Background: an optimization exercise with open tools, aiming at small area, a short achievable clock period and few clock cycles per item. Do not read the settings as production practice. The RTL was checked by simulation tests, not by an equivalence proof against the original design.

Setup of wip/garnet:
==> flow/design.v (excerpt) <==
module iter_multiplier (
    input  logic        clk,
    input  logic        rst_n,
    input  logic        mul_start,
    input  logic [63:0] a,
    input  logic [63:0] b,
    input  logic [1:0]  op,
    input  logic        word,
    input  logic        next,
    output logic [63:0] mul_result,
    output logic        mul_ok,
    output logic        busy
);
    logic        busy_q, fix_q, inc_q, ok_q;
    logic [63:0] a_q, b_q;
    logic        a64_q, b64_q;
    logic [66:0] s_q, c_q;
    logic        cy_q;
    logic [7:0]  lo_s_q, lo_c_q;
    logic [3:0]  one_q, two_q, neg_q;       
    logic [3:0]  one_h_q, two_h_q, neg_h_q;  
    logic [2:0]  cnt_q;
    logic        word_q, fixop_q;
    wire idle = !busy_q && !ok_q;
    wire calc = busy_q && !fix_q && !inc_q;
    wire a_sgn_in = (op != 2'b11);
    wire b_sgn_in = !op[1];
    wire a64_in   = a_sgn_in & a[63];
    function automatic logic [2:0] benc(input logic x2, input logic x1, input logic x0);
        benc[0] = x1 ^ x0;                                   
        benc[1] = (x2 & ~x1 & ~x0) | (~x2 & x1 & x0);        
        benc[2] = x2;                                        
    endfunction
    logic [8:0] win;
    logic [3:0] one_d, two_d, neg_d;
    always_comb begin
        if (idle) win = b[8:0];
        else      win = {(cnt_q == 3'd6 && !word_q) ? b64_q : b_q[16], b_q[15:8]};
        for (int i = 0; i < 4; i++) begin
            logic [2:0] e;
            e = benc(win[2*i+2], win[2*i+1], win[2*i]);
            one_d[i] = e[0];
  ...
clock: 7.5 ns
lec_check: 0
cap_margin: 20
core_margin: 2
core_utilization: 40
cts_cluster_diameter: 60
cts_cluster_size: 24
gpl_routability_driven: 0
place_density: 0.8
setup_slack_margin: 4.5
slew_margin: 20
standard.sh (not shown) runs the stock make flow with config.mk's settings and CLKGATE_MAP_FILE= SYNTH_SCRIPT=/design/flow/synth_recipe.tcl, a recipe that flattens the netlist after the stock synthesis.
==> flow/flow/run.sh <==
#!/bin/bash
set -e
export BUFFER_PORTS_ARGS="-buffer_cell sky130_fd_sc_hd__buf_1"
bash standard.sh > standard.log 2>&1
Testbench counts of wip/garnet, summed over its fixed seeds: cycles 23,924, items 2,400.
The inputs of wip/cedar differ from those of wip/garnet as listed below.
Settings: clearing GPL_ROUTABILITY_DRIVEN, which used to be 0; swapping 0.8 for 0.85 in PLACE_DENSITY; swapping 40 for 50 in CORE_UTILIZATION.
==> run notes <==
- The higher later-pin clock latency in the skew report of wip/garnet and wip/cedar is in wip/cedar.
- wip/cedar: all stages complete, timing, DRC and antenna checks passed
- [compare] base=wip/garnet new=wip/cedar: global-route usage increased by 6.0 points relative to the old numbers, area of the mapped netlist closely matched the old numbers.
- wip/garnet vs wip/cedar, origin of the worst setup path: s_q[5]$_DFF_P_ vs s_q[13]$_DFF_P_
- Compared with wip/garnet, in wip/cedar number of nets at the end of the flow neither gained nor lost much, sum of met3 wire segment lengths after detailed routing now sits higher, pre-CTS setup slack went down by 100 ps, shortest period the worst path allows went up.
- wip/cedar against wip/garnet: total wirelength of the detailed-routed design went up 990 µm.
The inputs of wip/indigo differ from those of wip/cedar as listed below.
Settings: CTS_CLUSTER_SIZE: 24 -> unset; SETUP_SLACK_MARGIN: 4.5 -> 4.7; CTS_CLUSTER_DIAMETER: 60 -> unset; CORE_UTILIZATION: 50 -> 40; PLACE_DENSITY: 0.85 -> unset.
==> flow/flow/run.sh <==
#!/bin/bash
set -e
export BUFFER_PORTS_ARGS="-buffer_cell sky130_fd_sc_hd__buf_2"
bash standard.sh > standard.log 2>&1
Notes after the runs:
- The hold buffer count at CTS on wip/indigo is in line with that on wip/cedar.
- Diff wip/cedar..wip/indigo | count of clock tree sinks | unchanged
- Count of instances resized after the clock tree is built: wip/indigo > wip/cedar
- Against wip/cedar, wip/indigo comes in 4.3 points lower on global router's overall resource usage.
- Cmp wip/indigo and wip/cedar / setup slack / higher: wip/indigo
- Re estimated wirelength of the detail-placed design: wip/indigo is 5.9% up on wip/cedar.
- Cmp wip/indigo and wip/cedar / post-CTS clock slew at the launch and capture registers of the worst setup and hold paths / lower: wip/indigo
- [wip/indigo] wire length of the first global-routing pass rose 5.3% relative to wip/cedar
- Measured against each other, wip/indigo and wip/cedar differ in routed wire length, the higher figure coming from wip/indigo.
## Diff of input files: wip/fjord against wip/indigo
Settings: setting PLACE_DENSITY to 0.9 for the first time; changing SETUP_SLACK_MARGIN from 4.7 to 4.5; setting CTS_CLUSTER_DIAMETER to 60 for the first time; setting CTS_CLUSTER_SIZE to 24 for the first time.
==> flow/flow/run.sh <==
#!/bin/bash
set -e
export BUFFER_PORTS_ARGS="-buffer_cell sky130_fd_sc_hd__buf_1"
bash standard.sh > standard.log 2>&1
==> run notes <==
wip/fjord against wip/indigo: worst hold slack climbed 11 ps; setup slack after layout went down by 200 ps.
From wip/indigo to wip/fjord, number of cells on the worst reg-to-reg path did not move at all.
Diff wip/indigo -> wip/fjord | non-clock buffer count | down by more than a quarter
In the final reports, the cell area of wip/fjord is smaller than that of wip/indigo.
Area of the multi-input gates on wip/fjord is down relative to wip/indigo.
The non-clock buffer share of cell area of wip/fjord is lower than that of wip/indigo.
The met2 demand-to-capacity share in global routing on wip/indigo is in line with that on wip/fjord.
For the share of the cycle needed by the critical path after routing, wip/fjord came in 2.7 points higher than wip/indigo did.
Edits applied to the flow inputs when going from wip/fjord to wip/yarrow:
Settings: removing CTS_CLUSTER_DIAMETER (formerly 60); removing CTS_CLUSTER_SIZE (formerly 24); removing PLACE_DENSITY (formerly 0.9).
==> flow/flow/run.sh <==
#!/bin/bash
set -e
export BUFFER_PORTS_ARGS="-buffer_cell sky130_fd_sc_hd__buf_2"
bash standard.sh > standard.log 2>&1
- wip/yarrow has completed all stages; timing, DRC and antenna checks passed.
- wip/fjord reports its worst setup path startpoint as c_q[37]$_SDFF_PP0_ while wip/yarrow reports c_q[2]$_SDFF_PP0_.
- Initial antenna violation count on wip/yarrow is down relative to wip/fjord.
- When the final numbers for wip/yarrow and wip/fjord were put side by side, the insertion delay of the later-clocked pin in the worst-skew pair turned out to be smaller in wip/yarrow.
- [wip/yarrow vs wip/fjord] fmax: higher in wip/yarrow
- wip/yarrow vs wip/fjord — share of final-layout standard cells stronger than drive strength 1 rose 8.6 points.
- On sequential cell area in the final layout, wip/fjord tracks wip/yarrow almost exactly.
- Proportion of cell area occupied by registers | wip/yarrow below wip/fjord
- wip/yarrow: relative slew slack 1.7 points below wip/fjord
The following lists how wip/raven was set up differently from wip/yarrow:
Settings: CTS_CLUSTER_SIZE: unset -> 24; CTS_CLUSTER_DIAMETER: unset -> 60; ABC_AREA: unset -> 1; PLACE_DENSITY: unset -> 0.8.
==> run notes <==
wip/raven falls short of wip/yarrow in routed wire length. The number of cells upsized or downsized after cts number comes out lower for wip/yarrow vs wip/raven. Overall global routing resource usage is higher on wip/raven. Cell at the slowest stage of the critical path = sky130_fd_sc_hd__a2111o_1: wip/yarrow; cell at the slowest stage of the critical path = sky130_fd_sc_hd__fa_1: wip/raven. Looking at least setup slack across all paths after layout across wip/raven and wip/yarrow, the one that comes out lower is wip/raven.

-- static timing again, ports no longer ideal --
In the flow no input, the clock included, has a driving cell. The finished layouts below were timed again as built, in two steps.
Step 1: set_driving_cell puts a clkbuf_16 on clk and a buf_2 on each other input, an assumption about the parent block.
Step 2, shift: input delay + t, output delay - t, t = (earliest + latest rising clock arrival at the registers) / 2. This alone moves slack from input paths to output paths.
a / b / c = ideal / step 1 / step 2; a / b = the first two.
run	t (ns)	slack for setup (ns)	clock arrival spread, ns	cell pins on the clock port's net
wip/garnet	0.639	4.546 / 4.546 / 4.086	0.025 / 0.025	1
wip/cedar	0.661	4.530 / 4.530 / 4.381	0.038 / 0.039	1
wip/indigo	0.632	4.653 / 4.653 / 4.230	0.020 / 0.020	1
wip/fjord	0.642	4.451 / 4.451 / 4.275	0.022 / 0.022	1
wip/yarrow	0.623	4.571 / 4.571 / 4.517	0.021 / 0.021	1
wip/raven	0.664	4.504 / 4.504 / 4.310	0.027 / 0.026	1
After both steps setup and hold are still met in every run listed. For wip/garnet, which loses most, drivers alone change the setup slack by 0.000 ns; drivers and shift together by -0.460 ns.
